Source: an optimization exercise on an open RTL-to-GDS flow (aim: small area, a short achievable clock period and few clock cycles per item). Production flows keep margins and buffers that such runs may drop.
At most, simulation tests tie the RTL to the original design; equivalence was not proved.
Only the layout flow was run in run 1; the RTL was not checked for function there.
Power figures rest on the tool's default switching activity, not on a simulated workload.

## flow/design.v (module list and top-level ports; edited modules follow where they fit)
// module dipsc_sa: 1366 lines
// module dipsc_sb: 150 lines
// module dual_incremental_pi_speed_control: 146 lines
module dual_incremental_pi_speed_control (
    input  wire                        aclk,
    input  wire                        aresetn,
    input  wire                        cfg_wr_en,
    input  wire [CFG_INDEX_WIDTH-1:0]  cfg_index,
    input  wire [CFG_DATA_WIDTH-1:0]   cfg_wr_data,
    input  wire                        s_tvalid,
    output logic                       s_tready,
    input  wire [IN_DATA_WIDTH-1:0]    s_tdata,
    output logic                       m_tvalid,
    input  wire                        m_tready,
    output logic [OUT_DATA_WIDTH-1:0]  m_tdata
);
  // ...
==> flow/run.sh <==
#!/bin/bash
# synth_recipe.tcl (not shown) runs the flow's synth.tcl, then flattens the netlist and writes it again
# the make line also repeats each setting of config.mk as NAME=value (left out here)
make -C /OpenROAD-flow-scripts/flow DESIGN_CONFIG=/design/flow/config.mk WORK_HOME=/design/flow/orfs CLKGATE_MAP_FILE= SYNTH_SCRIPT=/design/flow/synth_recipe.tcl finish
==> flow/config.mk <==
export PLATFORM = sky130hd
export DESIGN_NAME = dual_incremental_pi_speed_control
export DESIGN_NICKNAME = dual_incremental_pi_speed_control
export VERILOG_FILES = /design/flow/design.v
export SDC_FILE = /design/flow/constraint.sdc
export NUM_CORES = 4
export LEC_CHECK = 0
export CAP_MARGIN = 20
export CORE_MARGIN = 2
export CORE_UTILIZATION = 40
export SLEW_MARGIN = 20
==> flow/constraint.sdc <==
create_clock -name core_clock -period 13.0 [get_ports {aclk}]
set_input_delay 2.6000 -clock core_clock [delete_from_list [all_inputs] [get_ports {aclk}]]
set_output_delay 2.6000 -clock core_clock [all_outputs]
set_load 0.01 [all_outputs]
==> run summary, run 1 <==
Seq power=2220 uW; Non-clk bufs=238; Leading cell kind=multi-input gates; met3 global-route usage=9.51%; Simple-Gate Fraction of Synth Area=8.22%; worst vdd ir=0.181 mV; kind of critical path=reg -> reg; top cell type's share of synthesized area=21.3%; final instance area=0.0505 mm2; Data buffer area share=4.15%; CTS Buffer Depth=3; hold path endpoint=eb_o[1]; Yosys reg bits=454; startpoint types=register; PD cells=223 mW/mm2; most frequent cells after synthesis=543 x mux2_2, 494 x a22oi_1, 490 x fa_1; most common cell after layout, fill and taps aside=mux2_2; area of the multi-input gates=0.0313 mm2; Die X=343 um; DRC=0; Netlist Area Pre-Place=0.0460 mm2; most frequent cells in the layout=543 x mux2_2, 494 x a22oi_1, 490 x fa_1; Required @ worst endpoint=13.52 ns; outcome=finished clean; Top-Level Pins=138
==> module dipsc_sb, before the edit <==
module dipsc_sb (
    input  wire [77:0] rows,
    input  wire        cl,
    input  wire [15:0] u,
    output wire [19:0] s
);
    wire b8_1;
    wire b8_2;
    wire b9_3;
    wire b9_4;
    wire b10_5;
    wire b10_6;
    wire b11_7;
    wire b11_8;
    wire b12_9;
    wire b12_10;
    wire b13_11;
    wire b13_12;
    wire b14_13;
    wire b14_14;
    wire b14_15;
    wire b14_16;
    wire b15_17;
    wire b15_18;
    wire b15_19;
    wire b15_20;
    wire b16_21;
    wire b16_22;
    wire b16_23;
    wire b16_24;
    wire b17_25;
    wire b17_26;
    wire b17_27;
    wire b17_28;
    wire b18_29;
    wire b18_30;
    wire b18_31;
    wire b18_32;
    wire b19_33;
    wire b19_34;
    wire b19_35;
    wire b19_36;
    wire b20_37;
    wire b20_38;
    wire b20_39;
    wire b20_40;
    wire b21_41;
    wire b21_42;
    wire b21_43;
    wire b21_44;
    wire b22_45;
    wire b22_46;
    wire b22_47;
    wire b22_48;
    wire b23_49;
    wire b23_50;
    wire b23_51;
    wire b23_52;
    wire b24_53;
    wire b24_54;
    wire b24_55;
    wire b24_56;
    wire b25_57;
    wire b25_58;
    wire b25_59;
    wire b25_60;
    wire b26_61;
    wire b26_62;
    wire b26_63;
    wire b26_64;
    wire b27_65;
    wire b27_66;
    wire b27_67;
    wire b27_68;
    wire b28_69;
    wire b28_70;
    wire b28_71;
    wire b28_72;
    wire b29_73;
    wire b29_74;
    wire b29_75;
    wire b29_76;
    wire b30_77;
    wire b30_78;
    wire b30_79;
    wire b30_80;
    wire b31_81;
    wire b31_82;
    wire b31_83;
    wire b31_84;
    wire b32_85;
    wire b32_86;
    wire b32_87;
    wire b32_88;
    wire b33_89;
    wire b33_90;
    wire b33_91;
    wire b33_92;
    assign {b8_2, b8_1} = {1'b0, cl} + {1'b0, rows[0]} + {1'b0, rows[26]};
    assign {b9_4, b9_3} = {1'b0, rows[1]} + {1'b0, rows[27]} + {1'b0, rows[53]};
    assign {b10_6, b10_5} = {1'b0, rows[28]} + {1'b0, rows[2]} + {1'b0, rows[54]};
    assign {b11_8, b11_7} = {1'b0, rows[29]} + {1'b0, rows[3]} + {1'b0, rows[55]};
    assign {b12_10, b12_9} = {1'b0, rows[30]} + {1'b0, rows[4]} + {1'b0, rows[56]};
    assign {b13_12, b13_11} = {1'b0, rows[31]} + {1'b0, rows[57]} + {1'b0, rows[5]};
    assign {b14_14, b14_13} = {1'b0, rows[32]} + {1'b0, rows[58]} + {1'b0, rows[6]};
    assign b14_15 = u[0] ^ b13_12;
    assign b14_16 = u[0] & b13_12;
    assign {b15_18, b15_17} = {1'b0, rows[33]} + {1'b0, rows[59]} + {1'b0, rows[7]};
    assign {b15_20, b15_19} = {1'b0, u[1]} + {1'b0, b14_14} + {1'b0, b15_17};
    assign {b16_22, b16_21} = {1'b0, rows[34]} + {1'b0, rows[60]} + {1'b0, rows[8]};
    assign {b16_24, b16_23} = {1'b0, u[2]} + {1'b0, b15_18} + {1'b0, b16_21};
    assign {b17_26, b17_25} = {1'b0, rows[35]} + {1'b0, rows[61]} + {1'b0, rows[9]};
    assign {b17_28, b17_27} = {1'b0, u[3]} + {1'b0, b16_22} + {1'b0, b17_25};
    assign {b18_30, b18_29} = {1'b0, rows[10]} + {1'b0, rows[36]} + {1'b0, rows[62]};
    assign {b18_32, b18_31} = {1'b0, u[4]} + {1'b0, b17_26} + {1'b0, b18_29};
    assign {b19_34, b19_33} = {1'b0, rows[11]} + {1'b0, rows[37]} + {1'b0, rows[63]};
    assign {b19_36, b19_35} = {1'b0, u[5]} + {1'b0, b18_30} + {1'b0, b19_33};
    assign {b20_38, b20_37} = {1'b0, rows[12]} + {1'b0, rows[38]} + {1'b0, rows[64]};
    assign {b20_40, b20_39} = {1'b0, u[6]} + {1'b0, b19_34} + {1'b0, b20_37};
    assign {b21_42, b21_41} = {1'b0, rows[13]} + {1'b0, rows[39]} + {1'b0, rows[65]};
    assign {b21_44, b21_43} = {1'b0, u[7]} + {1'b0, b20_38} + {1'b0, b21_41};
    assign {b22_46, b22_45} = {1'b0, rows[14]} + {1'b0, rows[40]} + {1'b0, rows[66]};
    assign {b22_48, b22_47} = {1'b0, u[8]} + {1'b0, b21_42} + {1'b0, b22_45};
    assign {b23_50, b23_49} = {1'b0, rows[15]} + {1'b0, rows[41]} + {1'b0, rows[67]};
    assign {b23_52, b23_51} = {1'b0, u[9]} + {1'b0, b22_46} + {1'b0, b23_49};
    assign {b24_54, b24_53} = {1'b0, rows[16]} + {1'b0, rows[42]} + {1'b0, rows[68]};
    assign {b24_56, b24_55} = {1'b0, u[10]} + {1'b0, b23_50} + {1'b0, b24_53};
    assign {b25_58, b25_57} = {1'b0, rows[17]} + {1'b0, rows[43]} + {1'b0, rows[69]};
    assign {b25_60, b25_59} = {1'b0, u[11]} + {1'b0, b24_54} + {1'b0, b25_57};
    assign {b26_62, b26_61} = {1'b0, rows[18]} + {1'b0, rows[44]} + {1'b0, rows[70]};
    assign {b26_64, b26_63} = {1'b0, u[12]} + {1'b0, b25_58} + {1'b0, b26_61};
    assign {b27_66, b27_65} = {1'b0, rows[19]} + {1'b0, rows[45]} + {1'b0, rows[71]};
    assign {b27_68, b27_67} = {1'b0, u[13]} + {1'b0, b26_62} + {1'b0, b27_65};
    assign {b28_70, b28_69} = {1'b0, rows[20]} + {1'b0, rows[46]} + {1'b0, rows[72]};
    assign {b28_72, b28_71} = {1'b0, u[14]} + {1'b0, b27_66} + {1'b0, b28_69};
    assign {b29_74, b29_73} = {1'b0, rows[21]} + {1'b0, rows[47]} + {1'b0, rows[73]};
    assign {b29_76, b29_75} = {1'b0, u[15]} + {1'b0, b28_70} + {1'b0, b29_73};
    assign {b30_78, b30_77} = {1'b0, rows[22]} + {1'b0, rows[48]} + {1'b0, rows[74]};
    assign {b30_80, b30_79} = {1'b0, u[15]} + {1'b0, b29_74} + {1'b0, b30_77};
    assign {b31_82, b31_81} = {1'b0, rows[23]} + {1'b0, rows[49]} + {1'b0, rows[75]};
    assign {b31_84, b31_83} = {1'b0, u[15]} + {1'b0, b30_78} + {1'b0, b31_81};
    assign {b32_86, b32_85} = {1'b0, rows[24]} + {1'b0, rows[50]} + {1'b0, rows[76]};
    assign {b32_88, b32_87} = {1'b0, u[15]} + {1'b0, b31_82} + {1'b0, b32_85};
    assign {b33_90, b33_89} = {1'b0, rows[25]} + {1'b0, rows[51]} + {1'b0, rows[77]};
    assign {b33_92, b33_91} = {1'b0, u[15]} + {1'b0, b32_86} + {1'b0, b33_89};
    wire [25:0] ra = {b32_88, b31_84, b30_80, b29_76, b28_72, b27_68, b26_64, b25_60, b24_56, b23_52, b22_48, b21_44, b20_40, b19_36, b18_32, b17_28, b16_24, b15_20, b14_16, b14_13, b12_10, b11_8, b10_6, b9_4, b8_2, rows[52]};
    wire [25:0] rb = {b33_91, b32_87, b31_83, b30_79, b29_75, b28_71, b27_67, b26_63, b25_59, b24_55, b23_51, b22_47, b21_43, b20_39, b19_35, b18_31, b17_27, b16_23, b15_19, b14_15, b13_11, b12_9, b11_7, b10_5, b9_3, b8_1};
    wire [25:0] sum = ra + rb;
    assign s = sum[25:6];
endmodule
==> module dual_incremental_pi_speed_control, before the edit <==
module dual_incremental_pi_speed_control (
    input  wire                        aclk,
    input  wire                        aresetn,
    input  wire                        cfg_wr_en,
    input  wire [CFG_INDEX_WIDTH-1:0]  cfg_index,
    input  wire [CFG_DATA_WIDTH-1:0]   cfg_wr_data,
    input  wire                        s_tvalid,
    output logic                       s_tready,
    input  wire [IN_DATA_WIDTH-1:0]    s_tdata,
    output logic                       m_tvalid,
    input  wire                        m_tready,
    output logic [OUT_DATA_WIDTH-1:0]  m_tdata
);
    localparam int RW = DA_ROWS * (34 - DA_LOW);
    logic signed [15:0] ref_r;
    logic        [14:0] lim_r;
    logic signed [15:0] gna_r, gpa_r, gnb_r, gpb_r;
    logic signed [16:0] gsa_r, gsb_r;    
    always_ff @(posedge aclk) begin
        if (!aresetn) begin
            ref_r <= RESET_REFERENCE_SPEED;
            lim_r <= RESET_VOLTAGE_LIMIT;
            gna_r <= RESET_GAIN_NOW_A;
            gpa_r <= RESET_GAIN_PREV_A;
            gnb_r <= RESET_GAIN_NOW_B;
            gpb_r <= RESET_GAIN_PREV_B;
        end else if (cfg_wr_en) begin
            case (cfg_index)
                REG_REFERENCE_SPEED: ref_r <= cfg_wr_data;
                REG_VOLTAGE_LIMIT:   lim_r <= cfg_wr_data[14:0];
                REG_GAIN_NOW_A:      gna_r <= cfg_wr_data;
                REG_GAIN_PREV_A:     gpa_r <= cfg_wr_data;
                REG_GAIN_NOW_B:      gnb_r <= cfg_wr_data;
                REG_GAIN_PREV_B:     gpb_r <= cfg_wr_data;
                default: ;
            endcase
        end
    end
    always_ff @(posedge aclk) begin
        gsa_r <= 17'(gna_r) + 17'(gpa_r);
        gsb_r <= 17'(gnb_r) + 17'(gpb_r);
    end
    logic               go, r0_load, accept;
    logic               v0, vs, v1;
    logic               en_in;
    logic signed [16:0] ea_in, eb_in;
    logic               en_sk, en0;
    logic signed [16:0] ea_sk, eb_sk, ea0, eb0;
    logic               en_l;
    logic signed [16:0] ea_l, eb_l;
    logic [RW-1:0]      ra1, rb1;
    logic               cla1, clb1;
    logic signed [15:0] da_o, db_o;
    logic signed [16:0] ea_o, eb_o;
    assign en_in = s_tdata[0];
    assign ea_in = 17'(ref_r) - 17'($signed(s_tdata[16:1]));
    assign eb_in = 17'(ref_r) - 17'($signed(s_tdata[32:17]));
    assign go       = !m_tvalid || m_tready;
    assign r0_load  = go || !v0;
    assign s_tready = !vs;
    assign accept   = s_tvalid && !vs;
    always_ff @(posedge aclk) begin
        if (!aresetn) begin
            v0 <= 1'b0;
            vs <= 1'b0;
        end else if (r0_load) begin
            v0 <= vs || accept;
            vs <= 1'b0;
        end else if (accept) begin
            vs <= 1'b1;
        end
    end
    always_ff @(posedge aclk) begin
        if (r0_load) begin
            if (vs) begin
                en0 <= en_sk; ea0 <= ea_sk; eb0 <= eb_sk;
            end else begin
                en0 <= en_in; ea0 <= ea_in; eb0 <= eb_in;
            end
        end
        if (!r0_load && accept) begin
            en_sk <= en_in; ea_sk <= ea_in; eb_sk <= eb_in;
        end
    end
    logic [16:0] epa, epb;
    assign epa = en_l ? ea_l : 17'h0;
    assign epb = en_l ? eb_l : 17'h0;
    always_ff @(posedge aclk) begin
        if (!aresetn) begin
            v1   <= 1'b0;
            en_l <= 1'b0;
        end else if (go) begin
            v1 <= v0;
            if (v0) en_l <= en0;
        end
    end
    logic [RW-1:0] ra, rb;
    logic          cla, clb;
    dipsc_sa u_sa_a (.e(ea0), .ep(epa), .gn(gna_r), .gp(gpa_r), .gs(gsa_r), .rows(ra), .cl(cla));
    dipsc_sa u_sa_b (.e(eb0), .ep(epb), .gn(gnb_r), .gp(gpb_r), .gs(gsb_r), .rows(rb), .cl(clb));
    always_ff @(posedge aclk) begin
        if (go && v0) begin
            ea_l <= ea0;
            eb_l <= eb0;
            ra1  <= ra;
            cla1 <= cla;
            rb1  <= rb;
            clb1 <= clb;
        end
    end
    function automatic logic [15:0] clamp(
        input logic signed [19:0] s, input logic [14:0] lim
    );
        logic signed [19:0] hi;
        hi = 20'($signed({1'b0, lim}));
        if (s > hi)            clamp = 16'(hi);
        else if (s + hi < 0)   clamp = 16'(-hi);
        else                   clamp = s[15:0];
    endfunction
    logic [19:0] sa, sb;
    dipsc_sb u_sb_a (.rows(ra1), .cl(cla1), .u(da_o), .s(sa));
    dipsc_sb u_sb_b (.rows(rb1), .cl(clb1), .u(db_o), .s(sb));
    always_ff @(posedge aclk) begin
        if (!aresetn) begin
            m_tvalid <= 1'b0;
        end else if (go) begin
            m_tvalid <= v1;
        end
    end
    always_ff @(posedge aclk) begin
        if (!aresetn) begin
            da_o <= 16'h0;
            db_o <= 16'h0;
        end else if (go && v1) begin
            da_o <= en_l ? clamp(sa, lim_r) : 16'h0;
            db_o <= en_l ? clamp(sb, lim_r) : 16'h0;
        end
    end
    always_ff @(posedge aclk) begin
        if (go && v1) begin
            ea_o <= ea_l;
            eb_o <= eb_l;
        end
    end
    assign m_tdata = {6'b0, eb_o, ea_o, db_o, da_o};
endmodule
==> inputs of run 2 (changes only) <==
--- a/flow/design.v
+++ b/flow/design.v
@@ -1403,5 +1403,8 @@
     input  wire        cl,
     input  wire [15:0] u,
-    output wire [19:0] s
+    input  wire [14:0] lim,
+    output wire [15:0] s,
+    output wire        gt,
+    output wire        lt
 );
     wire b8_1;
@@ -1546,6 +1549,16 @@
     wire [25:0] ra = {b32_88, b31_84, b30_80, b29_76, b28_72, b27_68, b26_64, b25_60, b24_56, b23_52, b22_48, b21_44, b20_40, b19_36, b18_32, b17_28, b16_24, b15_20, b14_16, b14_13, b12_10, b11_8, b10_6, b9_4, b8_2, rows[52]};
     wire [25:0] rb = {b33_91, b32_87, b31_83, b30_79, b29_75, b28_71, b27_67, b26_63, b25_59, b24_55, b23_51, b22_47, b21_43, b20_39, b19_35, b18_31, b17_27, b16_23, b15_19, b14_15, b13_11, b12_9, b11_7, b10_5, b9_3, b8_1};
-    wire [25:0] sum = ra + rb;
-    assign s = sum[25:6];
+    wire [21:0] sum = ra[21:0] + rb[21:0];
+    assign s = sum[21:6];
+    wire [25:0] k1 = {5'b11111, ~lim, 6'b0};
+    wire [25:0] k2 = {5'b00000, lim, 6'b0};
+    wire [25:0] x1 = ra ^ rb ^ k1;
+    wire [25:0] y1 = {(ra[24:0] & rb[24:0]) | (ra[24:0] & k1[24:0]) | (rb[24:0] & k1[24:0]), 1'b0};
+    wire [25:0] t1 = x1 + y1;
+    wire [25:0] x2 = ra ^ rb ^ k2;
+    wire [25:0] y2 = {(ra[24:0] & rb[24:0]) | (ra[24:0] & k2[24:0]) | (rb[24:0] & k2[24:0]), 1'b0};
+    wire [25:0] t2 = x2 + y2;
+    assign gt = !t1[25];
+    assign lt = t2[25];
 endmodule
 `default_nettype wire
@@ -1590,7 +1603,41 @@
         end
     end
+    function automatic logic [6:0] add6(input logic [5:0] a, input logic [5:0] b,
+                                        input logic ci);
+        logic c;
+        c = ci;
+        for (int i = 0; i < 6; i++) begin
+            {c, add6[i]} = {1'b0, a[i]} + {1'b0, b[i]} + {1'b0, c};
+        end
+        add6[6] = c;
+    endfunction
+    logic [16:0] gna_x, gpa_x, gnb_x, gpb_x;
+    logic [6:0]  gsa_0, gsa_1, gsa_2, gsb_0, gsb_1, gsb_2;
+    logic        gca_6, gca_12, gcb_6, gcb_12;
+    logic [1:0]  cfg_hold;
+    assign gna_x = {gna_r[15], gna_r};
+    assign gpa_x = {gpa_r[15], gpa_r};
+    assign gnb_x = {gnb_r[15], gnb_r};
+    assign gpb_x = {gpb_r[15], gpb_r};
+    assign gsa_0 = add6(gna_x[5:0], gpa_x[5:0], 1'b0);
+    assign gsa_1 = add6(gna_x[11:6], gpa_x[11:6], gca_6);
+    assign gsa_2 = add6({1'b0, gna_x[16:12]}, {1'b0, gpa_x[16:12]}, gca_12);
+    assign gsb_0 = add6(gnb_x[5:0], gpb_x[5:0], 1'b0);
+    assign gsb_1 = add6(gnb_x[11:6], gpb_x[11:6], gcb_6);
+    assign gsb_2 = add6({1'b0, gnb_x[16:12]}, {1'b0, gpb_x[16:12]}, gcb_12);
     always_ff @(posedge aclk) begin
-        gsa_r <= 17'(gna_r) + 17'(gpa_r);
-        gsb_r <= 17'(gnb_r) + 17'(gpb_r);
+        gsa_r  <= {gsa_2[4:0], gsa_1[5:0], gsa_0[5:0]};
+        gca_6  <= gsa_0[6];
+        gca_12 <= gsa_1[6];
+        gsb_r  <= {gsb_2[4:0], gsb_1[5:0], gsb_0[5:0]};
+        gcb_6  <= gsb_0[6];
+        gcb_12 <= gsb_1[6];
+    end
+    always_ff @(posedge aclk) begin
+        if (!aresetn || cfg_wr_en) begin
+            cfg_hold <= 2'd2;
+        end else if (cfg_hold != 2'd0) begin
+            cfg_hold <= cfg_hold - 2'd1;
+        end
     end
     logic               go, r0_load, accept;
@@ -1611,6 +1658,6 @@
     assign go       = !m_tvalid || m_tready;
     assign r0_load  = go || !v0;
-    assign s_tready = !vs;
-    assign accept   = s_tvalid && !vs;
+    assign s_tready = !vs && (cfg_hold == 2'd0);
+    assign accept   = s_tvalid && s_tready;
     always_ff @(posedge aclk) begin
         if (!aresetn) begin
@@ -1637,13 +1684,17 @@
     end
     logic [16:0] epa, epb;
-    assign epa = en_l ? ea_l : 17'h0;
-    assign epb = en_l ? eb_l : 17'h0;
     always_ff @(posedge aclk) begin
         if (!aresetn) begin
             v1   <= 1'b0;
             en_l <= 1'b0;
+            epa  <= 17'h0;
+            epb  <= 17'h0;
         end else if (go) begin
             v1 <= v0;
-            if (v0) en_l <= en0;
+            if (v0) begin
+                en_l <= en0;
+                epa  <= en0 ? ea0 : 17'h0;
+                epb  <= en0 ? eb0 : 17'h0;
+            end
         end
     end
@@ -1662,16 +1713,10 @@
         end
     end
-    function automatic logic [15:0] clamp(
-        input logic signed [19:0] s, input logic [14:0] lim
-    );
-        logic signed [19:0] hi;
-        hi = 20'($signed({1'b0, lim}));
-        if (s > hi)            clamp = 16'(hi);
-        else if (s + hi < 0)   clamp = 16'(-hi);
-        else                   clamp = s[15:0];
-    endfunction
-    logic [19:0] sa, sb;
-    dipsc_sb u_sb_a (.rows(ra1), .cl(cla1), .u(da_o), .s(sa));
-    dipsc_sb u_sb_b (.rows(rb1), .cl(clb1), .u(db_o), .s(sb));
+    logic [15:0] nlim;
+    logic [15:0] sa, sb;
+    logic        gta, lta, gtb, ltb;
+    assign nlim = -{1'b0, lim_r};
+    dipsc_sb u_sb_a (.rows(ra1), .cl(cla1), .u(da_o), .lim(lim_r), .s(sa), .gt(gta), .lt(lta));
+    dipsc_sb u_sb_b (.rows(rb1), .cl(clb1), .u(db_o), .lim(lim_r), .s(sb), .gt(gtb), .lt(ltb));
     always_ff @(posedge aclk) begin
         if (!aresetn) begin
@@ -1686,6 +1731,6 @@
             db_o <= 16'h0;
         end else if (go && v1) begin
-            da_o <= en_l ? clamp(sa, lim_r) : 16'h0;
-            db_o <= en_l ? clamp(sb, lim_r) : 16'h0;
+            da_o <= !en_l ? 16'h0 : gta ? {1'b0, lim_r} : lta ? nlim : sa;
+            db_o <= !en_l ? 16'h0 : gtb ? {1'b0, lim_r} : ltb ? nlim : sb;
         end
     end
==> flow/flow/run.sh (new file) <==
#!/bin/bash
set -euo pipefail
MARGIN=$(cat flow/margin.txt)
bash standard.sh SETUP_SLACK_MARGIN=$MARGIN finish > standard.log 2>&1
==> flow/flow/margin.txt (new file) <==
8.7
==> flow/standard.sh (new file) <==
#!/bin/bash
# synth_recipe.tcl (not shown) runs the flow's synth.tcl, then flattens the netlist and writes it again
# the make line also repeats each setting of config.mk as NAME=value (left out here)
make -C /OpenROAD-flow-scripts/flow DESIGN_CONFIG=/design/flow/config.mk WORK_HOME=/design/flow/orfs CLKGATE_MAP_FILE= SYNTH_SCRIPT=/design/flow/synth_recipe.tcl "${@:-finish}"
--- a/flow/config.mk
+++ b/flow/config.mk
@@ -6,4 +6,5 @@
 export NUM_CORES = 4
 export LEC_CHECK = 0
+export ABC_AREA = 1
 export CAP_MARGIN = 20
 export CORE_MARGIN = 2
removed: flow/run.sh
==> run 2 against run 1 <==
Still clean. Clock power grew 13%. Synthesized cell count rose by 14%. Count of clock-buffer cells in the layout is 19 higher. Critical path type unchanged. Critical endpoint is now ra1[34]. Highest routed layer unchanged.
==> run summary, run 2 <==
Adder-Cell Fraction of Synth Area=32.9%; Die Height=343 um; Final Slew Violations=0; startpoint types=register; Mean Syn Cell Area=8.99 um2; global-route usage over all layers=31.8%; biggest regs=ra1 x74, rb1 x74; Mapped Cells=5,104; DRT iter0 DRCs=5,085; distinct cell type count after synthesis=48; worst-margin pin slew=1.07 ns; GRT overflow=0; crit-path max cell delay=0.64 ns; CTS Buffer Depth=3 (unchanged); worst vdd ir=0.108 mV (-40%); met2 usage=45.5%; cell taking the most area after synthesis=fa_1; I/O Buffers=124; CTS buffer count=58; CTS tree=built; Fillers=10,968; CP max-delay cell=fa_1; met1 Usage GRT=42.6%; top cell type's share of synthesized area=26.1% (+4.8 points); area of the multi-input gates=0.0294 mm2 (-6.0%); P_leak=0.0216 uW; Synth area leaders=fa_1 26%, edfxtp_1 19%, dfxtp_1 9.0%; kind of critical path=reg -> reg; Slew HR=28.2%; Initial Util=40.2%; area of the core=0.114 mm2; Yosys Warn Count=1; H-Tree Level Count=2; final hold vios=0; Required @ worst endpoint=13.41 ns (-0.11 ns); CP top delay family=adder cells; antenna violation net count after detailed routing=0; share of cells above drive strength 1=11.0%; min cycle time layout=4.31 ns; final number of setup-violating endpoints=0; period utilization=33.1%; antenna violations before repair=9; most frequent cell after synthesis=inv_1; drt total wl=190,000 um; largest family of logic cells by synthesized area=adder cells; R2R cell count=10; Levels on crit path=10; DRC=0 (unchanged); most frequent cells after synthesis=814 x inv_1, 723 x a21oi_1, 668 x nand2_1; crit-path cells=buf_4, nor2_4, buf_4, a21oi_1, fa_1, fa_1, fa_1, fa_1, fa_1, inv_1; Top-Level Pins=138 (unchanged); outcome=finished clean; Worst Path Buf+Inv=3; final-stage net count=6,144; number of global-route vias before repair=39,970; most used cell, CP=fa_1; placed cells=6,557; Netlist Area Pre-Place=0.0459 mm2 (-0.27%); Root Buffer Master=clkbuf_16; busiest layer in global routing=met2; Simple-Gate Fraction of Synth Area=9.57% (+1.3 points); RSZ-0062 raised after global routing=true; Worst EP arrival=4.72 ns; overall via count from detail_route=40,785; first-pass GRT wire length=273,000 um; most common cell after layout, fill and taps aside=inv_1; crit path max fanout=6; worst hold path cell count=0; Max Cap Violations=0; number of flops mapped to enable cells by yosys=288; Hold WC Path Type=reg -> reg; Syn-to-layout area delta=14.4%; most frequent cells in the layout=775 x inv_1, 708 x a21oi_1, 622 x nand2_1; Total Neg Setup Slack=0 ns; largest net degree at the start of global routing=144; Pre-Repair DR Iteration Count=7; die area=0.117 mm2; async set-or-reset flop fraction in the synthesized netlist=0%; Die X=343 um (-0.13%); HPWL after DPL=138,000 um; Synth Area in Compound Gates=19.1%; gpl congestion=1.02; total power draw=7770 uW; post-DR vias/cell=6.00; Finished Layout Cells=6,796; Yosys reg bits=494 (+8.8%); # clock sinks=494; PD cells=148 mW/mm2 (-33%); Crit. End Element=register; fmax=0.232 GHz; clock latency (worst-skew pair)=0.68 ns; met3 global-route usage=11.4% (+1.9 points); FP Rows=124; DR WL/cell=28.0 um; FF+latch area=0.0129 mm2; Top FF cell, synth=edfxtp_1; mux contribution to synthesized area=0%; Final Skew=0.0290 ns; sequential element share of the synthesized area=27.8%; clk slew on worst S/H paths=0.06 ns; xor and xnor area share after synthesis=1.18%
run 2: changes by cell type in the layout (fill, tap and decap cells not counted), moves of 71 or more:
cell	before	now
a21oi_1	160	708
a22o_1	80	0
a22oi_1	494	0
buf_4	114	185
fa_1	490	589
inv_1	401	775
mux2_2	543	0
nand2_1	408	622
o22ai_1	5	477
run 2: per-stage QoR:
step / setup slack, ns / hold slack, ns / utilization (%) / cell area (um2)
finish: 8.69 / 0.413 / 46.0 / 52500
global route: 8.64 / 0.421 / 46.0 / 52500
CTS: 8.64 / 0.417 / 44.9 / 51200
detailed placement: 7.40 / 0.405 / 42.6 / 48600
global placement: 7.41 / 0.402 / 42.6 / 48600
floorplan: 8.68 / 0.400 / - / 45900
run 2: final timing paths:
check / startpoint / endpoint / slack [ns]
worst max-delay path: ea0[0] / ra1[34] / 8.69
worst min-delay path: ea_l[11] / ea_o[11] / 0.41
worst min register to register: ea_l[11] / ea_o[11] / 0.41
worst max register to register: ea0[0] / ra1[34] / 8.69
run 2: worst reg2reg max path, stage by stage (launching register included):
cell,delay (ns)
edfxtp_1,0.55
buf_4,0.21
nor2_4,0.04
buf_4,0.17
a21oi_1,0.47
fa_1,0.64
fa_1,0.47
fa_1,0.51
fa_1,0.46
fa_1,0.52
inv_1,0.04
run 2: report_power, final:
| group | internal, uW | switching [uW] | leakage (uW) | total [uW] |
|---|---|---|---|---|
| registers | 1960 | 106 | 0.00436 | 2070 |
| logic | 1510 | 2500 | 0.0163 | 4010 |
| clock network | 958 | 735 | 0.000936 | 1690 |
| total | 4430 | 3340 | 0.0216 | 7770 |
run 2: final cells by class:
type	instances	area share [%]
tap	1512	3.61
timing repair buffer	330	5.61
antenna	4	0.0191
clock buffer	75	2.99
timing repair inverter	1	0.0167
sequential	494	24.5
clock inverter	33	0.680
multi-input combinational	3493	56.1
inverter	854	6.52
run 2: kinds of logic after synthesis:
family / Yosys count
buffers and inverters: 1123
xor gates and xnor gates: 62
adders and majority gates: 848
AOI/OAI and AO/OA: 1526
and+or+nand+nor: 1050
DFF: 494
other: 1
run 2: timing repair:
action / CTS / global route
cloned: 1 / 1
buffers inserted: 37 / 88
setup endpoints to repair: 245 / 199
pin swaps: 4 / 5
hold buffers: 0 / 0
resized for setup: 155 / 144
run 2: per-layer routing:
metal | wire length, um | vias up
met5 | 368 | -
met4 | 9740 | 18
met3 | 24600 | 590
met2 | 78600 | 2755
met1 | 77000 | 19882
li1 | - | 17540
Testbench counts of run 2, summed over its fixed seeds: cycles 48,528, items 48,000.
==> inputs of run 3 (changes only) <==
==> flow/flow/run.sh (replaced) <==
#!/bin/bash
# The standard layout (standard.sh: the standard flow's synthesis and ORFS flow, unchanged
# scripts) with two settings changed:
#  - timing repair is asked to leave more setup slack than the clock period
#    needs (flow/margin.txt), so that paths end up shorter;
set -euo pipefail
MARGIN=$(cat flow/margin.txt)
bash standard.sh SETUP_SLACK_MARGIN=$MARGIN \
  "BUFFER_PORTS_ARGS=-buffer_cell sky130_fd_sc_hd__buf_2" finish > standard.log 2>&1
==> run 3 against run 2 <==
First-iteration DRC count shrank 4.4%. Global-route usage grew 0.11 points. Largest power group unchanged. Sequential share of layout area rose by 0.23 points. Setup slack lost 0.050 ns. Synthesized cell count stayed put. Non-clock buffer count decreased by 11. Sequential power about the same. Die area unchanged. Combinational power grew 1%. Critical path depth stayed put. Area after synthesis unchanged.
==> run summary, run 3 <==
outcome=finished clean; most frequent cells in the layout=773 x inv_1, 705 x a21oi_1, 623 x nand2_1; worst-margin pin slew=1.04 ns (-0.0296 ns); drt total wl=190,000 um (about the same); crit-path max cell delay=0.73 ns (+0.09 ns); worst r2r dst=rb1[66]; placed cells=6,547 (-0.15%); Netlist Area Pre-Place=0.0459 mm2 (unchanged); RR Startpoint=gnb_r[12]; Setup crit start=gnb_r[12]; global-route usage over all layers=31.9% (+0.11 points); most used cell, CP=fa_1; clock network power share=21.7% (about the same); final instance area=0.0518 mm2 (-1.3%); Levels on crit path=10 (unchanged); Final Slew Violations=0 (unchanged); Required @ worst endpoint=13.38 ns (-0.03 ns); P_sw=3370 uW (+0.94%); Final Skew=0.0392 ns (+0.0102 ns); distinct cell type count after synthesis=48 (unchanged); worst vdd ir=0.106 mV (-1.5%); Synth area leaders=fa_1 26%, edfxtp_1 19%, dfxtp_1 9.0%; Power Internal=4490 uW (+1.3%); Mapped Cells=5,104 (unchanged); FP Rows=124 (unchanged); most frequent cell after synthesis=inv_1; fmax=0.230 GHz (-1.2%); P_leak=0.0216 uW (-0.11%); biggest regs=ra1 x74, rb1 x74; Slew HR=30.4% (+2.2 points); die area=0.117 mm2 (unchanged); I/O Buffers=124 (unchanged); CTS tree=built; PD cells=152 mW/mm2 (+2.5%); most common cell after layout, fill and taps aside=inv_1; Max Cap Violations=0 (unchanged); final hold vios=0 (unchanged); antenna violation net count after detailed routing=0 (unchanged); CP top delay family=adder cells; number of flops mapped to enable cells by yosys=288 (unchanged); top cell type's share of synthesized area=26.1% (unchanged); cell taking the most area after synthesis=fa_1; end of the critical path=rb1[66]; power share of the sequential group=26.5% (about the same); Total Neg Setup Slack=0 ns (unchanged); async set-or-reset flop fraction in the synthesized netlist=0% (unchanged); Finished Layout Cells=6,776 (-0.29%); Post-DP Area=0.0479 mm2 (-1.4%); Gate power share=51.8% (+0.2 points); crit-path cells=inv_2, o22ai_1, a21oi_2, fa_2, fa_1, fa_1, fa_1, inv_1, fa_1, ha_1; crit path max fanout=10 (+4); Mean Syn Cell Area=8.99 um2 (unchanged); Syn-to-layout area delta=12.8%; Worst Path Buf+Inv=2 (-1); GRT overflow=0 (unchanged); Worst EP arrival=4.74 ns (+0.02 ns); Pre-Repair DR Iteration Count=9 (+2); Die Height=343 um (unchanged); final-stage net count=6,130 (-0.23%); Die X=343 um (unchanged); kind of critical path=reg -> reg; Yosys Warn Count=1 (unchanged); share of cells above drive strength 1=12.8% (+1.8 points); CP max-delay cell=dfxtp_1; Root Buffer Master=clkbuf_16; DRT iter0 DRCs=4,863 (-4.4%); final number of setup-violating endpoints=0 (unchanged); Top-Level Pins=138 (unchanged); H-Tree Level Count=2 (unchanged); Net Sw Frac=42.9% (-0.081 points); post-DR vias/cell=6.00 (about the same); # clock sinks=494 (unchanged); DR WL/cell=28.1 um (+0.31%); Top FF cell, synth=edfxtp_1; clock latency (worst-skew pair)=0.67 ns (about the same); most frequent cells after synthesis=814 x inv_1, 723 x a21oi_1, 668 x nand2_1; Hold WC Path Type=reg -> reg; area of the core=0.114 mm2 (unchanged); largest net degree at the start of global routing=88 (-39%); FF+latch area=0.0128 mm2 (-0.42%); CTS Buffer Depth=3 (unchanged); RSZ-0062 raised after global routing=true; DRC=0 (unchanged); HPWL after DPL=140,000 um (+1.2%); R2R setup slack=8.64 ns (-0.05 ns); final hold slack=0.415 ns (+0.00262 ns); overall via count from detail_route=40,640 (-0.36%); clk slew on worst S/H paths=0.07 ns (about the same); CTS buffer count=57 (-1.7%); sequential element share of the synthesized area=27.8% (unchanged); Initial Util=40.2% (unchanged); startpoint types=register; Yosys reg bits=494 (unchanged); area of the multi-input gates=0.0294 mm2 (about the same); first-pass GRT wire length=273,000 um (-0.21%); hold-fix buffers at CTS=0 (unchanged); number of global-route vias before repair=39,666 (-0.76%); R2R cell count=10 (unchanged); gpl congestion=1.02 (-0.27%); Crit. End Element=register; Fillers=11,136 (+1.5%); min cycle time layout=4.36 ns (+0.0504 ns); antenna violations before repair=12 (+3); period utilization=33.5% (+0.39 points)
run 3: cell families after synthesis:
kind of cell	after synthesis	share of synthesized area (%)
flip-flops	494	27.8
AND/OR/NAND/NOR	1050	9.57
XOR/XNOR	62	1.18
other	1	0.00817
adder cells (fa/ha/maj)	848	32.9
AO/OA/AOI/OAI	1526	19.1
buffers and inverters	1123	9.38
run 3: repair_timing:
item / 4_1_cts / 5_1_grt
setup buffers: 59 / 65
pin swaps: 6 / 8
gates resized for setup: 120 / 129
endpoints found under the setup margin: 82 / 279
run 3: area by class of cell:
class	count	area share (%)
Clock inverter	34	0.805
Timing Repair Buffer	319	4.39
Inverter	854	6.57
Clock buffer	70	3.01
Antenna cell	1	0.00483
Tap cell	1512	3.65
Sequential cell	494	24.7
Multi-Input combinational cell	3492	56.8
run 3: layer usage:
metal	global-route usage, %	wire length [um]	vias up
met5	0.200	297	-
met4	12.9	9300	20
met3	11.8	24200	596
met2	46.2	78500	2723
met1	43.0	78000	19778
li1	-	-	17523
run 3: per-stage QoR:
step                worst slack [ns]  total power (uW)  utilization [%]
finish                          8.64              7860             45.4
global placement                8.00              5930             42.0
detailed placement              7.94              6000             42.0
global route                    8.55              8470             45.4
floorplan                       8.68              4610                -
CTS                             8.65              7770             44.5
run 3: worst min-delay path by stage:
stage | cells past startpoint | end | from
2_1_floorplan | 0 | ea_o[0] | ea_l[0]
3_3_place_gp | 0 | ea_o[14] | ea_l[14]
3_5_place_dp | 0 | ea_o[4] | ea_l[4]
4_1_cts | 0 | eb_o[3] | eb_l[3]
5_1_grt | 0 | eb_o[3] | eb_l[3]
6_report | 0 | ea_o[7] | ea_l[7]
run 3: power groups by stage:
| stage | clock [uW] | combinational, uW | sequential [uW] |
|---|---|---|---|
| floorplan | 0 | 2570 | 2050 |
| global placement | 0 | 3830 | 2100 |
| detailed placement | 0 | 3900 | 2100 |
| CTS | 1740 | 3960 | 2070 |
| global route | 1790 | 4600 | 2080 |
| finish | 1710 | 4070 | 2080 |
==> inputs of run 4 (changes only) <==
==> flow/flow/margin.txt (replaced) <==
8.9
==> run 4 against run 3 <==
Critical endpoint unchanged. Die area is the same. Clock skew up 0.047 ns. Count of clock-buffer cells in the layout up 7. Sequential share of layout area decreased by 1.1 points. Sequential power is essentially flat. Critical path type unchanged. Clock power is 6% lower. Wire length increased by 0.49%. Largest power group unchanged.
==> run summary, run 4 <==
gpl congestion=1.02 (+0.17%); final-stage net count=6,321 (+3.1%); most frequent cells in the layout=730 x inv_1, 683 x a21oi_1, 615 x nand2_1; Root Buffer Master=clkbuf_16; P_leak=0.0226 uW (+4.6%); hold-fix buffers at CTS=0 (unchanged); drt total wl=191,000 um (+0.49%); # clock sinks=494 (unchanged); most frequent cell after synthesis=inv_1; Hold WC Path Type=reg -> reg; Top-Level Pins=138 (unchanged); FP Rows=124 (unchanged); end of the critical path=rb1[66]; Syn-to-layout area delta=18.5%; period utilization=31.8% (-1.7 points); Pre-Repair DR Iteration Count=8 (-1); Fillers=10,747 (-3.5%); clock latency (worst-skew pair)=0.72 ns (+0.05 ns); CTS tree=built; worst-margin pin slew=1.03 ns (-0.0156 ns); Die Height=343 um (unchanged); Yosys Warn Count=1 (unchanged); HPWL after DPL=137,000 um (-2.2%); PD cells=146 mW/mm2 (-3.7%); final hold vios=0 (unchanged); Gate power share=53.5% (+1.7 points); Mapped Cells=5,104 (unchanged); min cycle time layout=4.13 ns (-0.224 ns); worst r2r dst=rb1[66]; top cell type's share of synthesized area=26.1% (unchanged); Mean Syn Cell Area=8.99 um2 (unchanged); antenna violations before repair=11 (-1); P_sw=3420 uW (+1.6%); sequential element share of the synthesized area=27.8% (unchanged); crit path max fanout=8 (-2); Net Sw Frac=43.1% (+0.20 points); Max Cap Violations=0 (unchanged); Final Skew=0.0867 ns (+0.0474 ns); number of global-route vias before repair=40,369 (+1.8%); GRT overflow=0 (unchanged); area of the multi-input gates=0.0303 mm2 (+3.0%); Slew HR=31.3% (+0.88 points); Worst EP arrival=4.52 ns (-0.22 ns); antenna violation net count after detailed routing=0 (unchanged); Crit. End Element=register; CTS Buffer Depth=3 (unchanged); most common cell after layout, fill and taps aside=inv_1; Setup crit start=eb0[11]; final number of setup-violating endpoints=0 (unchanged); outcome=finished clean; async set-or-reset flop fraction in the synthesized netlist=0% (unchanged); RSZ-0062 raised after global routing=true; DR WL/cell=27.4 um (-2.4%); biggest regs=ra1 x74, rb1 x74; DRT iter0 DRCs=5,473 (+13%); Netlist Area Pre-Place=0.0459 mm2 (unchanged); die area=0.117 mm2 (unchanged); FF+latch area=0.0128 mm2 (+0.32%); kind of critical path=reg -> reg; Total Neg Setup Slack=0 ns (unchanged); cell taking the most area after synthesis=fa_1; Die X=343 um (unchanged); largest net degree at the start of global routing=146 (+66%); number of flops mapped to enable cells by yosys=288 (unchanged); post-DR vias/cell=5.96 (-0.59%); Initial Util=40.2% (unchanged); overall via count from detail_route=41,581 (+2.3%); Power Internal=4520 uW (+0.76%); Final Slew Violations=0 (unchanged); H-Tree Level Count=2 (unchanged); clock network power share=20.3% (-1.4 points); Yosys reg bits=494 (unchanged); R2R setup slack=8.87 ns (+0.22 ns); share of cells above drive strength 1=20.0% (+7.2 points); clk slew on worst S/H paths=0.07 ns (about the same); global-route usage over all layers=31.8% (-0.11 points); worst vdd ir=0.121 mV (+14%); RR Startpoint=eb0[11]; fmax=0.242 GHz (+5.4%); Required @ worst endpoint=13.39 ns (about the same); CTS buffer count=56 (-1.8%); first-pass GRT wire length=273,000 um (+0.16%); startpoint types=register; distinct cell type count after synthesis=48 (unchanged); I/O Buffers=124 (unchanged); Top FF cell, synth=edfxtp_1; most frequent cells after synthesis=814 x inv_1, 723 x a21oi_1, 668 x nand2_1; DRC=0 (unchanged); final hold slack=0.416 ns (+0.000296 ns); power share of the sequential group=26.2% (-0.3 points); R2R cell count=12 (+2); area of the core=0.114 mm2 (unchanged); Synth area leaders=fa_1 26%, edfxtp_1 19%, dfxtp_1 9.0%
## run 4: cell counts after synthesis
Identical to the previous run, type by type.
## run 4: logic make-up (layout without fill, tap and decap cells)
logic type,Yosys count,after routing,synth area share [%]
other,1,11,0.00817
buffers and inverters,1123,1468,9.38
AO/OA/AOI/OAI,1526,1526,19.1
XOR/XNOR,62,62,1.18
AND/OR/NAND/NOR,1050,1053,9.57
flip-flops,494,494,27.8
adder cells (fa/ha/maj),848,848,32.9
## run 4: critical path, cell delays in order, from the launching register on
cell and delay [ns]:
edfxtp_1 0.55, nor2_4 0.19, clkinvlp_4 0.10, buf_4 0.19, buf_4 0.19, o22ai_2 0.10
a21oi_1 0.09, fa_1 0.59, fa_1 0.47, fa_1 0.50, inv_1 0.05, fa_1 0.47
ha_1 0.29
## run 4: layer usage
metal	GRT usage (%)	part of all wire [%]	wire length (um)	vias to the layer above
li1	-	-	-	17905
met1	42.7	40	76000	20114
met2	45.5	41	79200	2894
met3	11.4	13	25500	652
met4	14.8	5.5	10500	16
met5	0.240	0.058	111	-
## run 4: layout make-up
| cell class | instances | share of cell area, % |
|---|---|---|
| multi-input combinational | 3495 | 55.8 |
| sequential | 494 | 23.6 |
| timing repair buffer | 507 | 7.15 |
| inverter | 854 | 6.57 |
| tap | 1512 | 3.48 |
| clock buffer | 77 | 2.88 |
| clock inverter | 29 | 0.495 |
| antenna | 5 | 0.0230 |
| timing repair inverter | 1 | 0.0207 |
## run 4: worst min path at each step
| stage | startpoint | endpoint | slack (ns) | depth (start not counted) |
|---|---|---|---|---|
| 6_report | eb_l[13] | eb_o[13] | 0.42 | 0 |
| 5_1_grt | eb_l[13] | eb_o[13] | 0.42 | 0 |
| 4_1_cts | eb_l[13] | eb_o[13] | 0.42 | 0 |
| 3_5_place_dp | ea_l[11] | ea_o[11] | 0.40 | 0 |
| 3_3_place_gp | eb_l[13] | eb_o[13] | 0.40 | 0 |
| 2_1_floorplan | ea_l[0] | ea_o[0] | 0.40 | 0 |
## run 4: power by group through the flow
stage / Clock (uW) / Combinational [uW] / Sequential (uW)
finish: 1610 / 4250 / 2080
global route: 1690 / 4810 / 2080
CTS: 1640 / 3980 / 2070
detailed placement: 0 / 3870 / 2100
global placement: 0 / 3810 / 2100
floorplan: 0 / 2570 / 2050
## run 4: through the flow
stage	worst slack [ns]	instance area [um2]	instances	utilization, %	total power (uW)
3_5_place_dp	7.71	48000	6549	42.1	5960
5_1_grt	8.83	54400	6969	47.7	8580
6_report	8.87	54400	6974	47.7	7950
2_1_floorplan	8.81	46100	5109	-	4620
4_1_cts	8.75	51900	6814	45.5	7700
3_3_place_gp	7.72	48000	6549	42.1	5900
## run 4: what timing repair did
action,4_1_cts,5_1_grt
endpoints found under the setup margin,233,176
pin swaps,14,96
gates cloned,0,5
gates resized for setup,260,292
buffers inserted,159,150
==> inputs of run 5 (changes only) <==
==> flow/flow/margin.txt (replaced) <==
8.7
--- a/flow/config.mk
+++ b/flow/config.mk
@@ -10,3 +10,5 @@
 export CORE_MARGIN = 2
 export CORE_UTILIZATION = 40
+export CTS_BUF_LIST = sky130_fd_sc_hd__clkbuf_8
+export PLACE_DENSITY = 0.7
 export SLEW_MARGIN = 20
==> run 5 against run 4 <==
Still clean on timing, DRC and antenna. Worst hold slack lost 0.012 ns. Cell count shrank 2.3%. Power shrank 4.8%. Clock power shrank 7%. Wire length shrank 2.9%. Register-to-register slack lost 0.17 ns. Critical path depth is the same. Fmax shrank 3.9%. Global-route usage shrank 0.92 points. Critical path type unchanged. Largest cell class unchanged. Largest power group unchanged.
==> run summary, run 5 <==
die area=0.117 mm2 (unchanged); P_leak=0.0214 uW (-5.1%); worst-margin pin slew=1.02 ns (-0.0115 ns); cell taking the most area after synthesis=fa_1; Netlist Area Pre-Place=0.0459 mm2 (unchanged); DRT met1 WL=72,000 um (-5.3%); share of cells above drive strength 1=12.2% (-7.8 points); Top Metal Used=met5; CTS buffer count=88 (+57%); Synth area leaders=fa_1 26%, edfxtp_1 19%, dfxtp_1 9.0%; Initial Util=40.2% (unchanged); PD cells=148 mW/mm2 (+1.3%); period utilization=33.1% (+1.3 points); async set-or-reset flop fraction in the synthesized netlist=0% (unchanged); outcome=finished clean; H-Tree Level Count=3 (+1); Root Buffer Master=clkbuf_8; Required @ worst endpoint=13.45 ns (+0.06 ns); Worst Path Buf+Inv=4 (unchanged); placed cells=6,543 (-0.092%); Mapped Cells=5,104 (unchanged); Finished Layout Cells=6,813 (-2.3%); Pre-Repair DR Iteration Count=9 (+1); most used cell, CP=fa_1; most frequent cell after synthesis=inv_1; CP top delay family=adder cells; Die Height=343 um (unchanged); clock latency (worst-skew pair)=0.74 ns (+0.02 ns); fmax=0.233 GHz (-3.9%); area of the core=0.114 mm2 (unchanged); FP Rows=124 (unchanged); Hold WC Path Type=reg -> reg; worst vdd ir=0.0818 mV (-32%); clk slew on worst S/H paths=0.06 ns (about the same); Met2 Routed Length=77,000 um (-2.8%); Core Util, Final=44.8% (-2.9 points); overall via count from detail_route=41,265 (-0.76%); crit-path cells=inv_1, nor2_1, buf_4, inv_1, o22ai_1, a21oi_1, fa_1, fa_1, fa_1, fa_1, fa_1, inv_1; # clock sinks=494 (unchanged); DR WL/cell=27.3 um (-0.56%); DRT iter0 DRCs=5,536 (+1.2%); Worst EP arrival=4.75 ns (+0.23 ns); I/O Buffers=124 (unchanged); GRT overflow=0 (unchanged); most frequent cells after synthesis=814 x inv_1, 723 x a21oi_1, 668 x nand2_1; number of global-route vias before repair=40,258 (-0.27%); DRC=0 (unchanged); CP max-delay cell=edfxtp_1; Mean Syn Cell Area=8.99 um2 (unchanged); crit-path max cell delay=0.53 ns (-0.06 ns); gpl congestion=1.05 (+2.4%); distinct cell type count after synthesis=48 (unchanged); CTS Buffer Depth=3 (unchanged); top cell type's share of synthesized area=26.1% (unchanged); Top FF cell, synth=edfxtp_1; most frequent cells in the layout=811 x inv_1, 714 x a21oi_1, 624 x nand2_1; Max Cap Violations=0 (unchanged); Setup WS pre-CTS=7.63 ns (-0.0855 ns); number of flops mapped to enable cells by yosys=288 (unchanged); sequential element share of the synthesized area=27.8% (unchanged); Final Skew=0.0609 ns (-0.0257 ns); Syn-to-layout area delta=11.4%; antenna violations before repair=6 (-5); Die X=343 um (unchanged); Yosys Warn Count=1 (unchanged); Slew HR=32.2% (+0.93 points); RSZ-0062 raised after global routing=true; Crit. End Element=register; drt total wl=186,000 um (-2.9%); CTS tree=built; global-route usage over all layers=30.9% (-0.92 points); first-pass GRT wire length=267,000 um (-2.2%); min cycle time layout=4.30 ns (+0.167 ns); HPWL after DPL=136,000 um (-0.78%); final number of setup-violating endpoints=0 (unchanged); final setup margin=8.70 ns (-0.167 ns); most common cell after layout, fill and taps aside=inv_1; kind of critical path=reg -> reg; Yosys reg bits=494 (unchanged); Total Neg Setup Slack=0 ns (unchanged); Top-Level Pins=138 (unchanged); startpoint types=register; post-DR vias/cell=6.06 (+1.6%); antenna violation net count after detailed routing=0 (unchanged); met3 wire length=25,100 um (-1.4%); crit path max fanout=14 (+6); Final Slew Violations=0 (unchanged); largest net degree at the start of global routing=144 (-1.4%); biggest regs=ra1 x74, rb1 x74; final-stage net count=6,134 (-3.0%); final hold vios=0 (unchanged)
[run 5: path summary, 6_finish.rpt]
| kind | start | to | slack (ns) | cells after the start |
|---|---|---|---|---|
| worst min register to register | ea_l[14] | ea_o[14] | 0.40 | 0 |
| worst max-delay path | ea0[7] | ra1[34] | 8.70 | 12 |
| worst min-delay path | ea_l[14] | ea_o[14] | 0.40 | 0 |
| worst max register to register | ea0[7] | ra1[34] | 8.70 | 12 |
[run 5: logic make-up (layout without fill, tap and decap cells)]
| kind of cell | count (synthesis) | after routing | synth area share, % |
|---|---|---|---|
| other cells | 1 | 12 | 0.00817 |
| buf+inv | 1123 | 1308 | 9.38 |
| compound gates | 1526 | 1526 | 19.1 |
| fa+ha+maj | 848 | 848 | 32.9 |
| simple gates | 1050 | 1051 | 9.57 |
| flops | 494 | 494 | 27.8 |
| xor+xnor | 62 | 62 | 1.18 |
[run 5: cell type report]
| cell class | instances | area [um2] |
|---|---|---|
| flip-flops and latches | 494 | 12800 |
| well taps | 1512 | 1890 |
| clock inverters | 72 | 485 |
| clock buffers | 91 | 1250 |
| diodes | 6 | 15.0 |
| inverters | 854 | 3390 |
| multi-input cells | 3493 | 29300 |
| fillers | 10955 | 62900 |
| repair buffers | 291 | 1970 |
[run 5: timing repair]
| action | in CTS | in global routing |
|---|---|---|
| pin swaps | 0 | 10 |
| cloned | 0 | 1 |
| setup endpoints to repair | 151 | 194 |
| gates resized for setup | 104 | 114 |
| buffers inserted | 40 | 60 |
| hold buffers | 0 | 0 |
[run 5: metal layers]
metal,vias up,global-route usage (%)
met2,3024,44.8
met3,735,10.5
li1,17530,-
met4,12,15.8
met5,-,0.240
met1,19964,40.8
[run 5: per-stage QoR]
stage,hold WS (ns),area [um2],power [uW]
after floorplan,0.400,45900,4610
after global placement,0.403,47900,5830
after detailed placement,0.405,47900,5940
after CTS,0.402,50200,7460
after global routing,0.405,51100,8140
final,0.404,51100,7570
[run 5: power breakdown]
| part | leakage, uW | switching [uW] | internal (uW) |
|---|---|---|---|
| Combinational | 0.0161 | 2490 | 1510 |
| Sequential | 0.00434 | 113 | 1970 |
| Clock | 0.000981 | 727 | 759 |
| Total | 0.0214 | 3330 | 4230 |
==> inputs of run 6 (changes only) <==
==> flow/flow/margin.txt (replaced) <==
8.8
--- a/flow/config.mk
+++ b/flow/config.mk
@@ -11,4 +11,3 @@
 export CORE_UTILIZATION = 40
 export CTS_BUF_LIST = sky130_fd_sc_hd__clkbuf_8
-export PLACE_DENSITY = 0.7
 export SLEW_MARGIN = 20
==> run 6 against run 5 <==
Still clean on timing, DRC and antenna. Combinational power rose by 4%. Power up 3.0%. Sequential power about the same. Register-to-register slack is essentially flat. Core utilization grew 1.4 points. Fmax down 0.32%. Cell count rose by 1.6%. Critical path type unchanged. Critical endpoint is now ra1[61]. Highest routed layer unchanged.
==> run summary, run 6 <==
Power Internal=4360 uW (+3.2%); Netlist Area Pre-Place=0.0459 mm2 (unchanged); Syn-to-layout area delta=15.0%; async set-or-reset flop fraction in the synthesized netlist=0% (unchanged); DRT iter0 DRCs=4,952 (-11%); outcome=finished clean; I/O Buffers=124 (unchanged); Pre-Repair DR Iteration Count=8 (-1); most frequent cell after synthesis=inv_1; Die X=343 um (unchanged); biggest regs=ra1 x74, rb1 x74; Initial Util=40.2% (unchanged); Top-Level Pins=138 (unchanged); number of flops mapped to enable cells by yosys=288 (unchanged); Root Buffer Master=clkbuf_8; RR Startpoint=ea0[0]; H-Tree Level Count=3 (unchanged); RSZ-0062 raised after global routing=true; met3 wire length=24,300 um (-3.1%); worst r2r dst=ra1[61]; clock network power share=19.9% (+0.3 points); PD cells=148 mW/mm2 (-0.24%); final instance area=0.0528 mm2 (+3.2%); cell taking the most area after synthesis=fa_1; final-stage net count=6,243 (+1.8%); antenna violations before repair=10 (+4); FP Rows=124 (unchanged); clock latency (worst-skew pair)=0.75 ns (about the same); DRC=0 (unchanged); Hold WC Path Type=reg -> reg; Die Height=343 um (unchanged); total power draw=7790 uW (+3.0%); gpl congestion=1.02 (-2.7%); fmax=0.232 GHz (-0.32%); overall via count from detail_route=41,197 (-0.16%); final number of setup-violating endpoints=0 (unchanged); most frequent cells after synthesis=814 x inv_1, 723 x a21oi_1, 668 x nand2_1; number of global-route vias before repair=40,243 (-0.037%); worst vdd ir=0.0718 mV (-12%); Required @ worst endpoint=13.45 ns (about the same); most common cell after layout, fill and taps aside=inv_1; hold path endpoint=eb_o[15]; DR WL/cell=27.6 um (+1.2%); CTS buffer count=91 (+3.4%); drt total wl=191,000 um (+2.9%); Slew HR=31.7% (-0.47 points); antenna violation net count after detailed routing=0 (unchanged); distinct cell type count after synthesis=48 (unchanged); Final Slew Violations=0 (unchanged); worst-margin pin slew=1.02 ns (+0.00464 ns); DRT met1 WL=77,500 um (+7.7%); Mean Syn Cell Area=8.99 um2 (unchanged); CTS tree=built; most frequent cells in the layout=777 x inv_1, 695 x a21oi_1, 622 x nand2_1; Post-DP Area=0.0481 mm2 (+0.50%); P_leak=0.0220 uW (+2.8%); Max Cap Violations=0 (unchanged); worst hold path cell count=0 (unchanged); Yosys Warn Count=1 (unchanged); P_sw=3430 uW (+2.7%); Synth area leaders=fa_1 26%, edfxtp_1 19%, dfxtp_1 9.0%; crit path max fanout=15 (+1); power share of the sequential group=26.7% (-0.8 points); placed cells=6,566 (+0.35%); R2R cell count=11 (-1); Yosys reg bits=494 (unchanged); global-route usage over all layers=31.9% (+1.1 points); Total Neg Setup Slack=0 ns (unchanged); first-pass GRT wire length=275,000 um (+2.8%); Net Sw Frac=44.0% (-0.10 points); worst hold start=eb_l[15]; Met2 Routed Length=79,600 um (+3.4%); Top Metal Used=met5; hold-fix buffers at CTS=0 (unchanged); Gate power share=53.4% (+0.5 points); Finished Layout Cells=6,922 (+1.6%); startpoint types=register; CTS Buffer Depth=3 (unchanged); kind of critical path=reg -> reg; post-DR vias/cell=5.95 (-1.7%); # clock sinks=494 (unchanged); top cell type's share of synthesized area=26.1% (unchanged); sequential element share of the synthesized area=27.8% (unchanged); min cycle time layout=4.31 ns (+0.0136 ns); Crit. End Element=register; Worst EP arrival=4.77 ns (+0.02 ns); share of cells above drive strength 1=16.4% (+4.2 points); largest net degree at the start of global routing=146 (+1.4%); Final Skew=0.0648 ns (+0.00384 ns); R2R setup slack=8.69 ns (about the same); Mapped Cells=5,104 (unchanged); HPWL after DPL=139,000 um (+2.6%); die area=0.117 mm2 (unchanged); period utilization=33.2% (+0.10 points); Top FF cell, synth=edfxtp_1; final hold vios=0 (unchanged); clk slew on worst S/H paths=0.06 ns (about the same); GRT overflow=0 (unchanged); area of the core=0.114 mm2 (unchanged)
## run 6: metal layers
layer	vias to the layer above	global-route usage (%)
li1	17771	-
met1	20056	43.0
met2	2751	46.1
met3	599	11.5
met4	20	13.9
met5	-	0
## run 6: worst max-delay path by stage
stage,startpoint,endpoint,slack [ns],cells after the start
floorplan,m_tready,epa[14],8.80,7
global placement,m_tready,ra1[74],7.71,7
detailed placement,m_tready,ra1[22],7.69,7
CTS,eb0[1],rb1[13],8.72,12
global route,ea0[0],ra1[61],8.68,11
finish,ea0[0],ra1[61],8.69,11
## run 6: kinds of logic after synthesis
group                      count (synthesis)  share of synthesized area, %
and+or+nand+nor                         1050                          9.57
DFF                                      494                          27.8
xor gates and xnor gates                  62                          1.18
adders and majority gates                848                          32.9
AOI/OAI and AO/OA                       1526                          19.1
buffers and inverters                   1123                          9.38
other                                      1                       0.00817
## run 6: worst max-delay path, stage by stage (launching register included)
cell and delay [ns]:
edfxtp_1 0.49, buf_4 0.19, nand2_2 0.32, o22ai_1 0.17, a21oi_2 0.29, fa_1 0.50
fa_1 0.56, fa_1 0.54, inv_1 0.05, fa_1 0.44, ha_1 0.22, ha_1 0.27
## run 6: layout make-up
cell class                 instances  area, um2
clock inverter                    72        510
sequential                       494      12800
clock buffer                      98       1350
inverter                         854       3460
fill                           11099      61300
tap                             1512       1890
multi-input combinational       3495      29800
antenna                            2       5.00
timing repair buffer             395       2920
## run 6: power by group through the flow
| stage | registers, uW | logic (uW) | clock network (uW) |
|---|---|---|---|
| floorplan | 2050 | 2570 | 0 |
| global placement | 2100 | 3830 | 0 |
| CTS | 2070 | 3960 | 1590 |
| detailed placement | 2100 | 3890 | 0 |
| global route | 2080 | 4690 | 1650 |
| finish | 2080 | 4160 | 1550 |
## run 6: what timing repair did
| action | 4_1_cts | 5_1_grt |
|---|---|---|
| setup endpoints to repair | 191 | 165 |
| pin swaps | 3 | 46 |
| cloned | 0 | 3 |
| setup buffers | 69 | 112 |
| gates resized for setup | 164 | 216 |
## run 6: stage by stage
| stage | utilization (%) | hold WS [ns] | setup slack, ns |
|---|---|---|---|
| floorplan | - | 0.400 | 8.80 |
| global placement | 42.2 | 0.404 | 7.71 |
| detailed placement | 42.2 | 0.406 | 7.69 |
| CTS | 44.7 | 0.417 | 8.72 |
| global route | 46.3 | 0.421 | 8.68 |
| finish | 46.3 | 0.415 | 8.69 |
==> inputs of run 7 (changes only) <==
==> flow/flow/margin.txt (replaced) <==
8.7
==> run 7 against run 6 <==
Sequential power is essentially flat. Largest power group unchanged. Core utilization shrank 0.97 points. Combinational power shrank 2%. Setup slack gained 0.035 ns. Clock power is essentially flat. Die area is the same. Largest cell class unchanged. Critical endpoint unchanged.
==> run summary, run 7 <==
Required @ worst endpoint=13.44 ns (about the same); crit path max fanout=12 (-3); sequential element share of the synthesized area=27.8% (unchanged); RSZ-0062 raised after global routing=true; Setup WS pre-CTS=7.94 ns (+0.254 ns); cell taking the most area after synthesis=fa_1; Final Slew Violations=0 (unchanged); Mean Syn Cell Area=8.99 um2 (unchanged); top cell type's share of synthesized area=26.1% (unchanged); worst vdd ir=0.0752 mV (+4.7%); clock latency (worst-skew pair)=0.75 ns (about the same); worst hold start=ea_l[8]; period utilization=32.9% (-0.27 points); post-DR vias/cell=6.00 (+0.83%); hold path endpoint=ea_o[8]; GRT overflow=0 (unchanged); RR Startpoint=epa[0]; CTS Buffer Depth=3 (unchanged); Total Neg Setup Slack=0 ns (unchanged); Syn-to-layout area delta=12.6%; Top FF cell, synth=edfxtp_1; Worst EP arrival=4.72 ns (-0.05 ns); most frequent cells after synthesis=814 x inv_1, 723 x a21oi_1, 668 x nand2_1; DR WL/cell=28.1 um (+1.7%); final hold slack=0.405 ns (-0.0104 ns); distinct cell type count after synthesis=48 (unchanged); H-Tree Level Count=3 (unchanged); gpl congestion=1.02 (+0.24%); async set-or-reset flop fraction in the synthesized netlist=0% (unchanged); worst hold path cell count=0 (unchanged); number of global-route vias before repair=40,037 (-0.51%); Core Util, Final=45.3% (-0.97 points); FP Rows=124 (unchanged); final-stage net count=6,159 (-1.3%); startpoint types=register; # clock sinks=494 (unchanged); most common cell after layout, fill and taps aside=inv_1; worst r2r dst=ra1[61]; overall via count from detail_route=41,012 (-0.45%); CTS tree=built; number of flops mapped to enable cells by yosys=288 (unchanged); Hold WC Path Type=reg -> reg; Top-Level Pins=138 (unchanged); min cycle time layout=4.28 ns (-0.0346 ns); antenna violations before repair=14 (+4); final hold vios=0 (unchanged); drt total wl=192,000 um (+0.41%); most frequent cell after synthesis=inv_1; DRC=0 (unchanged); Setup crit start=epa[0]; P_leak=0.0216 uW (-1.7%); R2R cell count=12 (+1); PD cells=149 mW/mm2 (+0.86%); Root Buffer Master=clkbuf_8; Mapped Cells=5,104 (unchanged); die area=0.117 mm2 (unchanged); final setup margin=8.72 ns (+0.0346 ns); clk slew on worst S/H paths=0.07 ns (about the same); first-pass GRT wire length=274,000 um (-0.28%); share of cells above drive strength 1=13.5% (-2.9 points); Die Height=343 um (unchanged); largest net degree at the start of global routing=88 (-40%); HPWL after DPL=140,000 um (+0.49%); Fillers=11,190 (+0.82%); area of the core=0.114 mm2 (unchanged); worst-margin pin slew=1.04 ns (+0.0205 ns); biggest regs=ra1 x74, rb1 x74; Crit. End Element=register; Yosys Warn Count=1 (unchanged); Synth area leaders=fa_1 26%, edfxtp_1 19%, dfxtp_1 9.0%; global-route usage over all layers=32.1% (+0.13 points); kind of critical path=reg -> reg; Slew HR=30.5% (-1.2 points); CTS buffer count=90 (-1.1%); DRT iter0 DRCs=5,083 (+2.6%); antenna violation net count after detailed routing=0 (unchanged); R2R setup slack=8.72 ns (+0.03 ns); Final Skew=0.0670 ns (+0.00224 ns); fmax=0.234 GHz (+0.81%); Yosys reg bits=494 (unchanged); outcome=finished clean; Initial Util=40.2% (unchanged); I/O Buffers=124 (unchanged); most frequent cells in the layout=805 x inv_1, 705 x a21oi_1, 622 x nand2_1; Netlist Area Pre-Place=0.0459 mm2 (unchanged); Pre-Repair DR Iteration Count=10 (+2); final number of setup-violating endpoints=0 (unchanged); Max Cap Violations=0 (unchanged); Die X=343 um (unchanged)
## run 7: logic make-up (layout without fill, tap and decap cells)
kind of cell               count (synthesis)  after routing  share of synthesized area (%)
AOI/OAI and AO/OA                       1526           1526                           19.1
buffers and inverters                   1123           1332                           9.38
and+or+nand+nor                         1050           1051                           9.57
adders and majority gates                848            848                           32.9
DFF                                      494            494                           27.8
xor gates and xnor gates                  62             62                           1.18
other                                      1              9                        0.00817
## run 7: stage by stage
| stage | power [uW] | cell area, um2 | instances |
|---|---|---|---|
| floorplan | 4610 | 45900 | 5109 |
| global placement | 5930 | 47900 | 6547 |
| detailed placement | 6000 | 47900 | 6547 |
| CTS | 7610 | 50600 | 6769 |
| global route | 8320 | 51600 | 6832 |
| finish | 7690 | 51600 | 6834 |
## run 7: layout make-up
type / instances / area, um2 / area share (%)
multi-input combinational: 3493 / 29500 / 57.1
sequential: 494 / 12800 / 24.8
inverter: 854 / 3410 / 6.60
timing repair buffer: 314 / 2230 / 4.32
tap: 1512 / 1890 / 3.66
clock buffer: 96 / 1320 / 2.56
clock inverter: 68 / 503 / 0.974
antenna: 3 / 7.51 / 0.0145
## run 7: worst max-delay path: stages (launching register included)
cell,delay [ns]
dfxtp_2,0.36
inv_1,0.15
nor2_4,0.07
buf_8,0.15
nand2_1,0.16
o21ai_0,0.17
a31oi_1,0.63
fa_2,0.59
fa_1,0.41
fa_1,0.46
inv_1,0.10
fa_1,0.42
ha_1,0.31
## run 7: what timing repair did
| item | in CTS | in global routing |
|---|---|---|
| gates cloned | 0 | 1 |
| setup endpoints to repair | 74 | 285 |
| hold buffers | 0 | 0 |
| buffers inserted | 58 | 61 |
| endpoints found under the hold margin | 0 | 0 |
| pin swaps | 8 | 9 |
| resized for setup | 128 | 141 |
## run 7: per-layer routing
layer	wire, um	track usage, %
met1	77900	43.0
met2	79200	46.4
met3	25300	12.0
met4	9330	13.4
met5	118	0.200
## run 7: where the power goes
| part | switching [uW] | leakage (uW) | internal (uW) |
|---|---|---|---|
| Combinational | 2550 | 0.0162 | 1530 |
| Clock | 713 | 0.00105 | 825 |
| Sequential | 113 | 0.00434 | 1970 |
## run 7: how the worst max path moves through the flow
stage          slack (ns)  cells past startpoint         to
2_1_floorplan        8.68                      7    epa[14]
3_3_place_gp         8.00                      8  gna_r[15]
5_1_grt              8.66                     19    db_o[3]
6_report             8.72                     12    ra1[61]
4_1_cts              8.63                     11    ra1[61]
3_5_place_dp         7.94                      8  gna_r[15]

-- port drivers added, routing unchanged --
The flow's constraints put no driver on any port. The routed layouts listed below were extracted and timed again, unchanged, in two steps. Step 1: set_driving_cell puts a clkbuf_16 on aclk and a buf_2 on each other input, an assumption about the parent block. Step 2 times the ports against the registers' clock, not the clock port: input delays grow and output delays shrink by t, the midpoint of the rising clock arrivals with the driver on. a / b / c = ideal ports / drivers / drivers and shift; a / b = the first two.
run	shift t [ns]	setup slack, ns	worst register clock-pin slew, ns	worst data-port slew with drivers (ns)
run 1	0.697	6.279 / 6.279 / 6.279	0.07 / 0.07	0.16
run 2	0.740	8.694 / 8.670 / 8.072	0.08 / 0.08	0.07
run 3	0.720	8.643 / 8.643 / 8.142	0.07 / 0.07	0.06
run 4	0.750	8.867 / 8.864 / 8.230	0.07 / 0.07	0.06
run 5	0.777	8.700 / 8.680 / 8.186	0.10 / 0.10	0.06
run 6	0.793	8.687 / 8.687 / 8.132	0.08 / 0.08	0.07
run 7	0.784	8.721 / 8.721 / 8.138	0.07 / 0.07	0.06
After both steps every run listed still meets setup and hold. The setup slack of run 4, which loses most, moves by -0.003 ns with the drivers and by -0.637 ns with both steps.
